Source: an optimization exercise on an open RTL-to-GDS flow (aim: small area). Production flows keep margins and buffers that such runs may drop. Function was checked by simulation only, so behaviour that the tests miss may differ from the original. No activity file was given, so power comes from the tool's default toggle rates.

## design.v

```verilog
package core_pkg;
  typedef logic [31:0] word_t;
  typedef logic [4:0]  reg_idx_t;
  typedef enum logic [6:0] {
    OP_IMM = 7'b0010011,   
    OP_REG = 7'b0110011    
  } opcode_e;
  typedef enum logic [2:0] {
    F3_ADD = 3'b000,
    F3_SLL = 3'b001,
    F3_SLT = 3'b010,
    F3_XOR = 3'b100,
    F3_SR  = 3'b101,   
    F3_OR  = 3'b110,
    F3_AND = 3'b111
  } funct3_e;
  typedef enum logic [3:0] {
    ALU_ADD,
    ALU_SUB,
    ALU_AND,
    ALU_OR,
    ALU_XOR,
    ALU_SLT,
    ALU_SLL,
    ALU_SRL
  } alu_op_e;
  typedef struct packed {
    logic [6:0] funct7;
    reg_idx_t   rs2;
    reg_idx_t   rs1;
    logic [2:0] funct3;
    reg_idx_t   rd;
    logic [6:0] opcode;
  } inst_fmt_t;
  typedef struct packed {
    alu_op_e  alu_op;
    logic     src2_is_imm;
    logic     wr_en;
    reg_idx_t rd;
    reg_idx_t rs1;
    reg_idx_t rs2;
    word_t    imm;
  } ctrl_t;
  typedef struct packed {
    logic     valid;
    reg_idx_t rd;
    word_t    data;
  } retire_t;
endpackage
module fetch_sequencer (
  input  logic  clk,
  input  logic  rst_n,
  output logic  wb_phase,
  output logic  pc_phase,
  output core_pkg::word_t pc
);
  localparam logic [1:0] last_phase = 2'(3 - 1);
  logic [1:0] phase;   
  always_ff @(posedge clk) begin
    if (!rst_n) begin
      phase <= 2'd0;
    end else if (phase == last_phase) begin
      phase <= 2'd0;
    end else begin
      phase <= phase + 2'd1;
    end
  end
  assign wb_phase = (phase == 2'd1);
  assign pc_phase = (phase == 2'd2);
  always_ff @(posedge clk) begin
    if (!rst_n) begin
      pc <= 32'h8000_0000;
    end else if (pc_phase) begin
      pc <= pc + 32'd4;
    end
  end
endmodule
module decode_unit (
  input  core_pkg::word_t inst,
  output core_pkg::ctrl_t ctrl
);
  core_pkg::inst_fmt_t fields;
  core_pkg::word_t     imm_i;      
  core_pkg::word_t     shamt;      
  logic      is_reg;
  logic      is_imm;
  logic      is_shift;
  logic      alt;        
  logic      legal;
  core_pkg::alu_op_e   alu_op;
  assign fields = core_pkg::inst_fmt_t'(inst);
  assign is_reg = (fields.opcode == core_pkg::OP_REG);
  assign is_imm = (fields.opcode == core_pkg::OP_IMM);
  assign alt    = fields.funct7[5];
  assign is_shift = (fields.funct3 == core_pkg::F3_SLL) || (fields.funct3 == core_pkg::F3_SR);
  assign imm_i = {{20{inst[31]}}, inst[31:20]};
  assign shamt = {27'd0, fields.rs2};
  always_comb begin
    alu_op = core_pkg::ALU_ADD;
    legal  = 1'b1;
    case (fields.funct3)
      core_pkg::F3_ADD: begin
        if (is_reg && alt) begin
          alu_op = core_pkg::ALU_SUB;
        end else begin
          alu_op = core_pkg::ALU_ADD;   
        end
      end
      core_pkg::F3_SLL: begin
        alu_op = core_pkg::ALU_SLL;
      end
      core_pkg::F3_SLT: begin
        alu_op = core_pkg::ALU_SLT;
      end
      core_pkg::F3_XOR: begin
        alu_op = core_pkg::ALU_XOR;
      end
      core_pkg::F3_SR: begin
        alu_op = core_pkg::ALU_SRL;
        legal  = !alt;   
      end
      core_pkg::F3_OR: begin
        alu_op = core_pkg::ALU_OR;
      end
      core_pkg::F3_AND: begin
        alu_op = core_pkg::ALU_AND;
      end
      default: begin
        legal = 1'b0;   
      end
    endcase
  end
  always_comb begin
    ctrl             = '0;
    ctrl.alu_op      = alu_op;
    ctrl.src2_is_imm = is_imm;
    ctrl.rd          = fields.rd;
    ctrl.rs1         = fields.rs1;
    ctrl.rs2         = fields.rs2;
    ctrl.imm         = is_shift ? shamt : imm_i;
    ctrl.wr_en       = (is_reg || is_imm) && legal;
  end
endmodule
module reg_file (
  input  logic     clk,
  input  logic     rst_n,
  input  logic     wb_phase,
  input  core_pkg::reg_idx_t rs1,
  input  core_pkg::reg_idx_t rs2,
  input  core_pkg::reg_idx_t rd,
  input  logic     wr_en,
  input  core_pkg::word_t    wdata,
  output core_pkg::word_t    src1,
  output core_pkg::word_t    src2
);
  core_pkg::word_t regs [32];
  logic  wr_fire;
  assign wr_fire = wb_phase && wr_en && (rd != '0);
  always_ff @(posedge clk) begin
    if (!rst_n) begin
      for (int i = 0; i < 32; i++) begin
        regs[i] <= '0;
      end
    end else if (wr_fire) begin
      regs[rd] <= wdata;
    end
  end
  assign src1 = (rs1 == '0) ? '0 : regs[rs1];
  assign src2 = (rs2 == '0) ? '0 : regs[rs2];
endmodule
module execute_unit (
  input  core_pkg::word_t   src1,
  input  core_pkg::word_t   src2,
  input  core_pkg::word_t   imm,
  input  core_pkg::alu_op_e alu_op,
  input  logic    src2_is_imm,
  output core_pkg::word_t   result
);
  core_pkg::word_t      op2;
  logic [4:0] shamt;
  logic       lt_signed;
  assign op2 = src2_is_imm ? imm : src2;
  assign shamt     = op2[4:0];
  assign lt_signed = ($signed(src1) < $signed(op2));
  always_comb begin
    case (alu_op)
      core_pkg::ALU_ADD: begin
        result = src1 + op2;
      end
      core_pkg::ALU_SUB: begin
        result = src1 - op2;
      end
      core_pkg::ALU_AND: begin
        result = src1 & op2;
      end
      core_pkg::ALU_OR: begin
        result = src1 | op2;
      end
      core_pkg::ALU_XOR: begin
        result = src1 ^ op2;
      end
      core_pkg::ALU_SLT: begin
        result = {31'd0, lt_signed};
      end
      core_pkg::ALU_SLL: begin
        result = src1 << shamt;
      end
      core_pkg::ALU_SRL: begin
        result = src1 >> shamt;   
      end
      default: begin
        result = '0;
      end
    endcase
  end
endmodule
module core_top (
  input  logic    clk,
  input  logic    rst_n,
  input  logic [31:0]       inst,
  output logic [31:0]       pc,
  output logic              retire_valid,
  output logic [4:0]        retire_rd,
  output logic [31:0]       retire_data
);
  logic  wb_phase;
  core_pkg::ctrl_t ctrl;
  core_pkg::word_t src1;
  core_pkg::word_t src2;
  core_pkg::word_t result;
  fetch_sequencer u_seq (
    .clk      (clk),
    .rst_n    (rst_n),
    .wb_phase (wb_phase),
    .pc_phase (),
    .pc       (pc)
  );
  decode_unit u_dec (
    .inst (inst),
    .ctrl (ctrl)
  );
  reg_file u_rf (
    .clk      (clk),
    .rst_n    (rst_n),
    .wb_phase (wb_phase),
    .rs1      (ctrl.rs1),
    .rs2      (ctrl.rs2),
    .rd       (ctrl.rd),
    .wr_en    (ctrl.wr_en),
    .wdata    (result),
    .src1     (src1),
    .src2     (src2)
  );
  execute_unit u_exe (
    .src1        (src1),
    .src2        (src2),
    .imm         (ctrl.imm),
    .alu_op      (ctrl.alu_op),
    .src2_is_imm (ctrl.src2_is_imm),
    .result      (result)
  );
  assign retire_valid = wb_phase && ctrl.wr_en;
  assign retire_rd    = ctrl.rd;
  assign retire_data  = result;
endmodule
```

## run.sh

```bash
#!/bin/bash
# synth_recipe.tcl (not shown) runs the flow's synth.tcl, then flattens the netlist and writes it again
# the make line also repeats each setting of config.mk as NAME=value (left out here)
make -C /OpenROAD-flow-scripts/flow DESIGN_CONFIG=/design/flow/config.mk WORK_HOME=/design/flow/orfs CLKGATE_MAP_FILE= SYNTH_SCRIPT=/design/flow/synth_recipe.tcl finish
```

## constraint.sdc

```tcl
create_clock -name core_clock -period 15.0 [get_ports {clk}]
set_input_delay 3.0000 -clock core_clock [delete_from_list [all_inputs] [get_ports {clk}]]
set_output_delay 3.0000 -clock core_clock [all_outputs]
set_load 0.01 [all_outputs]
```

## config.mk

```make
export PLATFORM = sky130hd
export DESIGN_NAME = core_top
export DESIGN_NICKNAME = core_top
export VERILOG_FILES = /design/flow/design.v
export SDC_FILE = /design/flow/constraint.sdc
export NUM_CORES = 4
export LEC_CHECK = 0
export CAP_MARGIN = 20
export CORE_MARGIN = 2
export CORE_UTILIZATION = 40
export SLEW_MARGIN = 20
```

==> results of run 1 <==
[power by group]
part	total [mW]	internal, mW	switching (mW)	leakage [nW]
logic	2.31	0.672	1.64	12.5
clock network	2.81	1.57	1.25	1.75
registers	3.38	3.33	0.0531	10.8
[layout make-up]
class	count	area, um2
diodes	6	15.0
clock buffers	130	2850
multi-input cells	3603	30800
clock inverters	67	747
repair buffers	328	2810
fillers	14700	88900
flip-flops and latches	1056	31400
well taps	2160	2700
inverters	140	527
[synth_stat cells, drive strengths merged (17+ instances only)]
master / n
dfxtp: 32
a21oi: 711
edfxtp: 1024
nand3: 108
o22ai: 52
nor3: 70
nand4: 27
and3: 22
xnor2: 18
a21o: 20
a211oi: 42
o21ai: 121
clkbuf: 319
nand2b: 20
nor4: 24
buf: 260
mux4: 496
a221oi: 23
inv: 138
nor2b: 20
xor2: 20
and2: 24
nand2: 354
o221ai: 40
o31ai: 23
a31oi: 135
o2111ai: 18
mux2: 47
mux2i: 199
o211ai: 69
ha: 104
nor2: 496
a22oi: 29
a2111oi: 17
a22o: 31
[critical path, cell delays in order]
cell	delay, ps
sky130_fd_sc_hd__clkdlybuf4s50_1	390
sky130_fd_sc_hd__or4b_1	730
sky130_fd_sc_hd__or3_2	650
sky130_fd_sc_hd__buf_4	320
sky130_fd_sc_hd__a21oi_4	790
sky130_fd_sc_hd__a31oi_1	400
sky130_fd_sc_hd__ha_1	710
sky130_fd_sc_hd__inv_1	80
sky130_fd_sc_hd__a21o_1	160
sky130_fd_sc_hd__a21oi_1	230
sky130_fd_sc_hd__nand2_1	180
sky130_fd_sc_hd__and3_1	270
sky130_fd_sc_hd__a2111oi_0	810
sky130_fd_sc_hd__buf_4	260
sky130_fd_sc_hd__o41ai_1	80
sky130_fd_sc_hd__mux2i_1	210
sky130_fd_sc_hd__a2111oi_4	860
sky130_fd_sc_hd__nand2_1	130
sky130_fd_sc_hd__clkdlybuf4s50_1	510
[path summary, 6_finish.rpt]
| path | start | to | slack, ps | cells after the start |
|---|---|---|---|---|
| hold / removal | u_seq.phase[0] | u_seq.phase[0] | 450 | 1 |
| setup reg to reg | u_rf.regs[15][1] | u_rf.regs[29][31] | 7910 | 19 |
| setup / recovery | inst[3] | retire_data[31] | 1150 | 19 |
| hold reg to reg | u_seq.phase[0] | u_seq.phase[0] | 450 | 1 |
[flip-flops by register name, indices dropped and copies added (netlist names)]
name	cells
u_rf.regs	1024
u_seq.phase	2
u_seq.pc	30
[routing by layer]
metal | track usage | up-vias | routed length (um)
li1 | - | 20700 | -
met1 | 0.454 | 26800 | 106000
met2 | 0.514 | 4573 | 125000
met3 | 0.124 | 1058 | 43100
met4 | 0.199 | 24 | 20000
met5 | 0.00119 | - | 149
[cells by family (layout without fill, tap and decap cells)]
group | after synthesis | count (layout) | synth area share
AOI/OAI and AO/OA | 1473 | 1473 | 0.144
xor gates and xnor gates | 38 | 38 | 0.00514
adders and majority gates | 106 | 106 | 0.0207
buffers and inverters | 719 | 665 | 0.0507
DFF | 1056 | 1056 | 0.485
muxes | 742 | 742 | 0.212
other | 1 | 40 | 0.0000579
and+or+nand+nor | 1210 | 1210 | 0.0829
==> impl_summary.log, run 1 <==
INFO  metric std_cell_rows = 147
INFO  metric synthToLayoutAreaGrowth = 10.9%
INFO  metric cap_violations = 0
INFO  metric gr-usage-all-layers = 0.352
INFO  metric last_weighted_congestion_value_of_the_routability_driven_placer = 1.08
INFO  metric cp_data_arrival_time = 10850 ps
INFO  metric drc_errors = 0
INFO  metric tightestPinTransition = 1230 ps
INFO  metric rsz0062_at_grt = no
INFO  metric clock-sinks = 1056
INFO  metric fp.dieW = 406 um
INFO  metric report.final.slew_viol_count = 0
INFO  metric wl_per_instance = 39.3 um
INFO  metric total_leakage_power = 25.0 nW
INFO  metric synthesis.instances = 5345
INFO  metric grt_pass1_wl = 404000 um
INFO  metric numPlacedInstances = 7286
INFO  metric grt_max_degree = 79
INFO  metric main_flop_type_after_synthesis = sky130_fd_sc_hd__edfxtp_1
INFO  metric gr-total-overflow = 0
INFO  metric post_cts_buffers = 0
INFO  metric route.antenna.remaining_nets = 0
INFO  metric critical_path_required = 12000 ps
INFO  metric setup_total_negative_slack = 0 ps
INFO  metric ranking_of_synthesized_cells_by_area = sky130_fd_sc_hd__edfxtp_1, sky130_fd_sc_hd__mux4_2, sky130_fd_sc_hd__a21oi_1, sky130_fd_sc_hd__mux2i_1, sky130_fd_sc_hd__nor2_1
INFO  metric period_needed = 13850 ps
INFO  metric status = complete, no violations
INFO  metric post_route_cells_drive_above_1_share = 0.209
INFO  metric io-pin-count = 104
INFO  metric layout.cells.most_common_list = sky130_fd_sc_hd__edfxtp_1, sky130_fd_sc_hd__a21oi_1, sky130_fd_sc_hd__mux4_2
INFO  metric clock_root_cell = sky130_fd_sc_hd__clkbuf_16
INFO  metric total_power = 8.51 mW
INFO  metric drt_wl_total = 295000 um
INFO  metric netlist.top_cell.by_area = sky130_fd_sc_hd__edfxtp_1
INFO  metric antenna_found_initial = 18
INFO  metric dr_total_vias = 53200
INFO  metric holdCritPathClass = register to register
INFO  metric achievable-frequency = 72.2 MHz
INFO  metric dpl-instance-area = 0.0682 mm2
INFO  metric design.core.area = 0.161 mm2
INFO  metric fin_area = 0.0719 mm2
INFO  metric layout.core_utilization = 0.447
INFO  metric htree_num_levels = 3
INFO  metric layout_commonest_cell = sky130_fd_sc_hd__edfxtp_1
INFO  metric clk_latency = 790 ps
INFO  metric synth_seq_area_share = 0.485
INFO  metric cellPowerDensity = 118 mW/mm2
INFO  metric synth_cell_types = 105
INFO  metric count_of_yosys_warnings_during_synthesis = 4
INFO  metric detail_route.vias_per_cell = 7.10
INFO  metric report.final.setup_viol = 0
INFO  metric path_clk_slew = 70 ps
INFO  metric drt-pass1-iter-count = 8
INFO  metric worstSetupEndpointType = primary output
INFO  metric synth-edff-count = 1024
INFO  metric tritoncts = built
INFO  metric crit_path_max_fanout = 23
INFO  metric relSlewSlack = 0.176
INFO  metric synth.cell_area = 0.0648 mm2
INFO  metric final-hold-violation-count = 0
INFO  metric die_height = 406 um
INFO  metric die_area = 0.165 mm2
INFO  metric cts-root-to-sink-buffers = 3
INFO  metric detailedRoute.firstIterationViolations = 8883
INFO  metric first_global_vias = 50700
INFO  metric yosys_register_bits = 1056
INFO  metric min_period_over_period = 0.924
INFO  metric peakVddDrop = 120 uV
INFO  metric tritoncts.num_buffers = 108
INFO  metric postSynthAreaPerCell = 12.1 um2
INFO  metric layout_setup_ws = 1150 ps
INFO  metric share_of_async_settable_or_async_resettable_flops_after_synthesis = 0
INFO  metric port-buffer-count = 101
INFO  metric dp_worst_setup_slack = 1440 ps
INFO  metric start_kind = input port
INFO  metric clock_skew = 69.2 ps
INFO  metric ctsHoldBuffers = 0
INFO  metric dp_hpwl = 183000 um
INFO  metric cts-resized-gates = 0
INFO  metric finalHoldWorstSlack = 450 ps
INFO  metric design.final.nets = 5377
INFO  metric initial_utilization = 0.403
INFO  metric fin_cells = 7490
INFO  metric synthDominantCellAreaShare = 0.475
INFO  metric timing.setup.critical_path_class = input port to primary output
==> run 2: changes to the inputs <==
==> design.v (replaced) <==
module core_top (
  input  logic        clk,
  input  logic        rst_n,
  input  logic [31:0] inst,
  output logic [31:0] pc,
  output logic        retire_valid,
  output logic [4:0]  retire_rd,
  output logic [31:0] retire_data
);
  localparam logic [1:0] ST_CLR = 2'd0;   
  localparam logic [1:0] ST_P1  = 2'd1;
  localparam logic [1:0] ST_P2  = 2'd2;
  logic [2:0]  t_q;
  logic [1:0]  st_q;
  logic [29:0] pcw_q;
  logic [31:0] rf_q [1:31];
  logic [31:0] sh_q;      
  logic [27:0] res_q;     
  logic [4:0]  amt_q;     
  logic        c_q;       
  logic [6:0] opc;
  logic [2:0] f3;
  logic       alt;
  logic       is_reg;
  logic       is_imm;
  logic       legal;
  logic       sub;
  logic [4:0] rs1;
  logic [4:0] rs2;
  logic [4:0] rd;
  assign opc    = inst[6:0];
  assign f3     = inst[14:12];
  assign alt    = inst[30];
  assign rd     = inst[11:7];
  assign rs1    = inst[19:15];
  assign rs2    = inst[24:20];
  assign is_reg = (opc == 7'b0110011);
  assign is_imm = (opc == 7'b0010011);
  assign legal  = (is_reg || is_imm) && (f3 != 3'b011) && !(f3 == 3'b101 && alt);
  assign sub    = is_reg && alt && (f3 == 3'b000);
  logic p1;
  logic p2;
  logic last;
  assign p1   = (st_q == ST_P1);
  assign p2   = (st_q == ST_P2);
  assign last = (t_q == 3'd7);
  logic [3:0] a_n;
  logic [3:0] r2_n;
  logic [3:0] imm_n;
  logic [3:0] b_n;
  always_comb begin
    a_n  = 4'd0;
    r2_n = 4'd0;
    for (int r = 1; r < 32; r++) begin
      if (rs1 == 5'(r)) a_n  = rf_q[r][3:0];
      if (rs2 == 5'(r)) r2_n = rf_q[r][3:0];
    end
  end
  always_comb begin
    case (t_q)
      3'd0:    imm_n = inst[23:20];
      3'd1:    imm_n = inst[27:24];
      3'd2:    imm_n = inst[31:28];
      default: imm_n = {4{inst[31]}};
    endcase
  end
  assign b_n = is_reg ? r2_n : imm_n;
  logic       inv;
  logic       cin;
  logic [4:0] sum;
  logic       lt;
  assign inv = p1 || sub;
  assign cin = (t_q == 3'd0) ? inv : c_q;
  assign sum = {1'b0, a_n} + {1'b0, b_n ^ {4{inv}}} + {4'd0, cin};
  assign lt  = (a_n[3] != b_n[3]) ? a_n[3] : sum[3];
  logic [4:0]  off;
  logic [63:0] sh2;
  logic [3:0]  sh_n;
  logic [3:0]  sh_ok;
  logic [4:0]  pos [4];
  assign off = (f3 == 3'b101) ? amt_q : (5'd0 - amt_q);
  assign sh2 = {sh_q, sh_q};
  assign sh_n = sh2[off +: 4];
  always_comb begin
    for (int q = 0; q < 4; q++) begin
      pos[q] = {t_q, 2'(q)};
      if (f3 == 3'b101) sh_ok[q] = ({1'b0, pos[q]} + {1'b0, amt_q}) <= 6'd31;
      else              sh_ok[q] = pos[q] >= amt_q;
    end
  end
  logic [3:0] res_n;
  always_comb begin
    case (f3)
      3'b000:  res_n = sum[3:0];
      3'b001:  res_n = sh_n & sh_ok;
      3'b010:  res_n = {3'd0, c_q && (t_q == 3'd0)};
      3'b100:  res_n = a_n ^ b_n;
      3'b101:  res_n = sh_n & sh_ok;
      3'b110:  res_n = a_n | b_n;
      default: res_n = a_n & b_n;
    endcase
  end
  logic [3:0] wd;
  assign wd = p2 ? res_n : 4'd0;
  always_ff @(posedge clk) begin
    if (!rst_n) begin
      t_q   <= 3'd0;
      st_q  <= ST_CLR;
      pcw_q <= 30'h2000_0000;
    end else begin
      t_q <= t_q + 3'd1;
      if (last) begin
        case (st_q)
          ST_P1:   st_q <= legal ? ST_P2 : ST_P1;
          default: st_q <= ST_P1;
        endcase
        if ((p1 && !legal) || p2) pcw_q <= pcw_q + 30'd1;
      end
    end
  end
  always_ff @(posedge clk) begin
    sh_q  <= {a_n, sh_q[31:4]};
    res_q <= {wd, res_q[27:4]};
    c_q   <= (p1 && last) ? lt : sum[4];
    if (p1 && t_q == 3'd0) amt_q[3:0] <= b_n;
    if (p1 && t_q == 3'd1) amt_q[4]   <= b_n[0];
  end
  always_ff @(posedge clk) begin
    for (int r = 1; r < 32; r++) begin
      if ((st_q == ST_CLR) || (p2 && rd == 5'(r))) rf_q[r] <= {wd, rf_q[r][31:4]};
      else                                         rf_q[r] <= {rf_q[r][3:0], rf_q[r][31:4]};
    end
  end
  assign pc           = {pcw_q, 2'b00};
  assign retire_valid = p2 && last;
  assign retire_rd    = rd;
  assign retire_data  = {wd, res_q};
endmodule
==> run 2 against run 1 <==
Effect of this change:
- sequential share of layout area rose by 17 points
- combinational power fell by 91%
- via count fell by 65%
- final area fell by 50%
==> impl_summary.log, run 2 <==
INFO  metric status = complete, no violations
INFO  metric antenna-diode-count = 0 (-6)
INFO  metric cellPowerDensity = 158 mW/mm2 (+33%)
INFO  metric layout.cells.most_common_list = sky130_fd_sc_hd__dfxtp_1, sky130_fd_sc_hd__o21ai_0, sky130_fd_sc_hd__nand2_1
INFO  metric synth_seq_area_share = 0.711 (+0.227)
INFO  metric achievable-frequency = 82.4 MHz (+14%)
INFO  metric ranking_of_synthesized_cells_by_area = sky130_fd_sc_hd__dfxtp_1, sky130_fd_sc_hd__o21ai_0, sky130_fd_sc_hd__mux2i_1, sky130_fd_sc_hd__a31oi_1, sky130_fd_sc_hd__nand2_1
INFO  metric die_area = 0.0793 mm2 (-52%)
INFO  metric peakVddDrop = 117 uV (-2.1%)
INFO  metric synth.most_common_cell = sky130_fd_sc_hd__dfxtp_1
INFO  metric cap_violations = 0 (unchanged)
INFO  metric crit_path_max_fanout = 65 (+180%)
INFO  metric fin_cells = 3664 (-51%)
INFO  metric cp_data_arrival_time = 9130 ps (-1720 ps)
INFO  metric synth-edff-count = 5 (-99.5%)
INFO  metric p_clk_frac = 0.449 (+0.118)
INFO  metric critical_path_required = 12000 ps (about the same)
INFO  metric grt_max_degree = 66 (-16%)
INFO  metric largest_reg_flops = 992 (-3.1%)
INFO  metric swShare = 0.214 (-0.131)
INFO  metric layout_commonest_cell = sky130_fd_sc_hd__dfxtp_1
INFO  metric cts-root-to-sink-buffers = 3 (unchanged)
INFO  metric clock_skew = 46.5 ps (-22.8 ps)
INFO  metric ctsHoldBuffers = 0 (unchanged)
INFO  metric top_register = rf_q
INFO  metric period_needed = 12130 ps (-1720 ps)
INFO  metric tritoncts.num_buffers = 100 (-7.4%)
INFO  metric post_route_cells_drive_above_1_share = 0.107 (-0.102)
INFO  metric met2_use_gr = 0.311 (-0.203)
INFO  metric switchingPower = 1.23 mW (-58%)
INFO  metric synth_cell_types = 89 (-15%)
INFO  metric cpMaxStageDelayCell = sky130_fd_sc_hd__a2111oi_0
INFO  metric postSynthAreaPerCell = 12.6 um2 (+4.0%)
INFO  metric synth.cell_area = 0.0308 mm2 (-52%)
INFO  metric drt-pass1-iter-count = 6 (-2)
INFO  metric post_cts_buffers = 0 (unchanged)
INFO  metric antenna_found_initial = 0 (-18)
INFO  metric route.antenna.remaining_nets = 0 (unchanged)
INFO  metric p_int = 4.49 mW (-19%)
INFO  metric holdCritPathClass = register to register
INFO  metric tightestPinTransition = 1030 ps (-205 ps)
INFO  metric count_of_yosys_warnings_during_synthesis = 3 (-1)
INFO  metric worstSetupEndpointType = primary output
INFO  metric critical_path.max_stage_delay = 780 ps (-80 ps)
INFO  metric drc_errors = 0 (unchanged)
INFO  metric tritoncts = built
INFO  metric std_cell_rows = 101 (-31%)
INFO  metric port-buffer-count = 101 (unchanged)
INFO  metric netlist.top_cell.by_area = sky130_fd_sc_hd__dfxtp_1
INFO  metric setup_total_negative_slack = 0 ps (unchanged)
INFO  metric total_leakage_power = 14.4 nW (-43%)
INFO  metric design.final.nets = 2619 (-51%)
INFO  metric relSlewSlack = 0.309 (+0.132)
INFO  metric grt_pass1_wl = 117000 um (-71%)
INFO  metric cts-resized-gates = 0 (unchanged)
INFO  metric start_kind = input port
INFO  metric min_period_over_period = 0.809 (-0.115)
INFO  metric groute.layer.met3.usage = 0.0338 (-0.0904)
INFO  metric path_clk_slew = 60 ps (about the same)
INFO  metric report.final.slew_viol_count = 0 (unchanged)
INFO  metric detail_route.vias_per_cell = 5.07 (-29%)
INFO  metric crit_chain = buf_2 > buf_4 > inv_1 > and3_1 > a2111oi_0 > o21a_1 > o32ai_1 > a31oi_1 > xor2_1 > fa_1 > nor2b_1 > o21a_1 > or3_1 > a32oi_1 > a21oi_1 > nand2_1 > buf_4 > nand2_1 > clkdlybuf4s50_1
INFO  metric synthDominantCellAreaShare = 0.707 (+0.232)
INFO  metric numPlacedInstances = 3481 (-52%)
INFO  metric layout.core_utilization = 0.476 (+0.0295)
INFO  metric clock-sinks = 1093 (+3.5%)
INFO  metric detailedRoute.firstIterationViolations = 1366 (-85%)
INFO  metric report.final.setup_viol = 0 (unchanged)
INFO  metric gr-total-overflow = 0 (unchanged)
INFO  metric final-hold-violation-count = 0 (unchanged)
INFO  metric io-pin-count = 104 (unchanged)
INFO  metric die_height = 282 um (-31%)
INFO  metric clk_latency = 680 ps (-110 ps)
INFO  metric synthToLayoutAreaGrowth = 17.6%
INFO  metric gr-usage-all-layers = 0.198 (-0.154)
INFO  metric dr_total_vias = 18600 (-65%)
INFO  metric largest_registers = rf_q (992), sh_q (32), pcw_q (30)
INFO  metric met1_demand_to_capacity_share_in_global_routing = 0.274 (-0.180)
INFO  metric drt_wl_total = 78600 um (-73%)
INFO  metric dp_hpwl = 53800 um (-71%)
INFO  metric fp.dieW = 282 um (-31%)
INFO  metric design.core.area = 0.0761 mm2 (-53%)
INFO  metric main_flop_type_after_synthesis = sky130_fd_sc_hd__dfxtp_1
INFO  metric proportion_of_power_drawn_by_combinational_gates = 0.035 (-0.237)
INFO  metric pwr-share-seq = 0.516 (+0.118)
INFO  metric wl_per_instance = 21.5 um (-45%)
INFO  metric last_weighted_congestion_value_of_the_routability_driven_placer = 0.911 (-16%)
INFO  metric grt-busiest-layer = met2
INFO  metric initial_utilization = 0.405 (+0.00224)
INFO  metric ys_top_cells_by_count = sky130_fd_sc_hd__dfxtp_1, sky130_fd_sc_hd__o21ai_0, sky130_fd_sc_hd__nand2_1, sky130_fd_sc_hd__nor2_1, sky130_fd_sc_hd__a31oi_1
INFO  metric yosys_register_bits = 1093 (+3.5%)
INFO  metric timing.setup.critical_path_class = input port to primary output
INFO  metric rsz0062_at_grt = no
INFO  metric finalHoldWorstSlack = 295 ps (-155 ps)
INFO  metric first_global_vias = 18100 (-64%)
INFO  metric share_of_async_settable_or_async_resettable_flops_after_synthesis = 0 (unchanged)
INFO  metric clock_root_cell = sky130_fd_sc_hd__clkbuf_16
INFO  metric htree_num_levels = 3 (unchanged)
INFO  metric synthesis.instances = 2446 (-54%)
## run 2: cell types whose count changed after synthesis, moves of 75 or more
cell / delta
sky130_fd_sc_hd__a21oi_1: -647
sky130_fd_sc_hd__buf_2: -133
sky130_fd_sc_hd__clkbuf_1: -241
sky130_fd_sc_hd__dfxtp_1: +1056
sky130_fd_sc_hd__edfxtp_1: -1019
sky130_fd_sc_hd__ha_1: -76
sky130_fd_sc_hd__inv_1: -89
sky130_fd_sc_hd__mux2i_1: -132
sky130_fd_sc_hd__mux4_2: -477
sky130_fd_sc_hd__nand2_1: -222
sky130_fd_sc_hd__nand3_1: -75
sky130_fd_sc_hd__nor2_1: -376
## run 2: path summary, 6_finish.rpt
path / cells after the start / slack, ps / endpoint / from
worst min register to register: 0 / 290 / rf_q[10][6] / rf_q[10][10]
worst min-delay path: 0 / 290 / rf_q[10][6] / rf_q[10][10]
worst max-delay path: 19 / 2870 / retire_data[31] / inst[21]
worst max register to register: 10 / 10080 / rf_q[16][29] / amt_q[0]
## run 2: power by group through the flow
stage	Clock [mW]	Combinational (mW)	Sequential, mW
final	2.57	0.200	2.95
after global routing	2.75	0.217	2.95
after CTS	2.63	0.198	2.95
after detailed placement	0	0.197	3.02
after global placement	0	0.198	3.02
after floorplan	0	0.132	3.01
## run 2: cell type report
| class | count | area (um2) |
|---|---|---|
| Timing Repair Buffer | 130 | 1200 |
| Fill cell | 6777 | 39800 |
| Sequential cell | 1093 | 21900 |
| Clock buffer | 140 | 2900 |
| Inverter | 38 | 143 |
| Tap cell | 1030 | 1290 |
| Multi-Input combinational cell | 1190 | 8200 |
| Clock inverter | 43 | 578 |
## run 2: critical path, delay by kind of cell
kind	cells	cell delay (ps)
adder cells (fa/ha/maj)	1	230
AND/OR/NAND/NOR	5	970
AO/OA/AOI/OAI	7	2180
buffers and inverters	5	2420
XOR/XNOR	1	250
## run 2: kinds of logic after synthesis
| family | after synthesis | synth area share |
|---|---|---|
| flops | 1093 | 0.711 |
| simple gates | 500 | 0.0817 |
| compound gates | 494 | 0.107 |
| buf+inv | 164 | 0.0240 |
| mux | 135 | 0.0541 |
| fa+ha+maj | 32 | 0.0140 |
| xor+xnor | 27 | 0.00767 |
| other cells | 1 | 0.000122 |
## run 2: routing by layer
layer,wire (um),share of wire
met5,0,0
met4,2500,0.032
met3,4220,0.054
met2,35400,0.45
met1,36500,0.46
## run 2: through the flow
step / cell area (um2) / power (mW) / setup slack [ps]
global route: 36200 / 5.92 / 2460
global placement: 32800 / 3.21 / 2890
floorplan: 30800 / 3.14 / 4980
CTS: 36200 / 5.78 / 2800
finish: 36200 / 5.72 / 2870
detailed placement: 32800 / 3.21 / 2840

port drivers added, routing unchanged:
Ports are ideal in the flow. The routed layouts listed here were re-timed in OpenROAD. Step 1 (the two cells are an assumption about what drives the block):
set clk [get_ports {clk}]
set_driving_cell -lib_cell sky130_fd_sc_hd__clkbuf_16 $clk
set_driving_cell -lib_cell sky130_fd_sc_hd__buf_2 [delete_from_list [all_inputs] $clk]
Step 2 moves the port delays by t, midway between the first and last clock arrival at a register: inputs arrive t later, outputs are due t later. That takes back most of the time a late clock gives input paths. Three values: no drivers, after step 1, after step 2; two values: the first two.
| run | t (ns) | setup WS [ns] | worst register clock-pin slew, ns |
|---|---|---|---|
| run 1 | 0.847 | 1.145 / 1.119 / 1.119 | 0.08 / 0.08 |
| run 2 | 0.724 | 2.866 / 2.815 / 2.815 | 0.07 / 0.07 |
After both steps setup and hold are still met in every run listed. For run 2, which loses most, drivers alone change the setup slack by -0.051 ns; drivers and shift together by -0.051 ns.
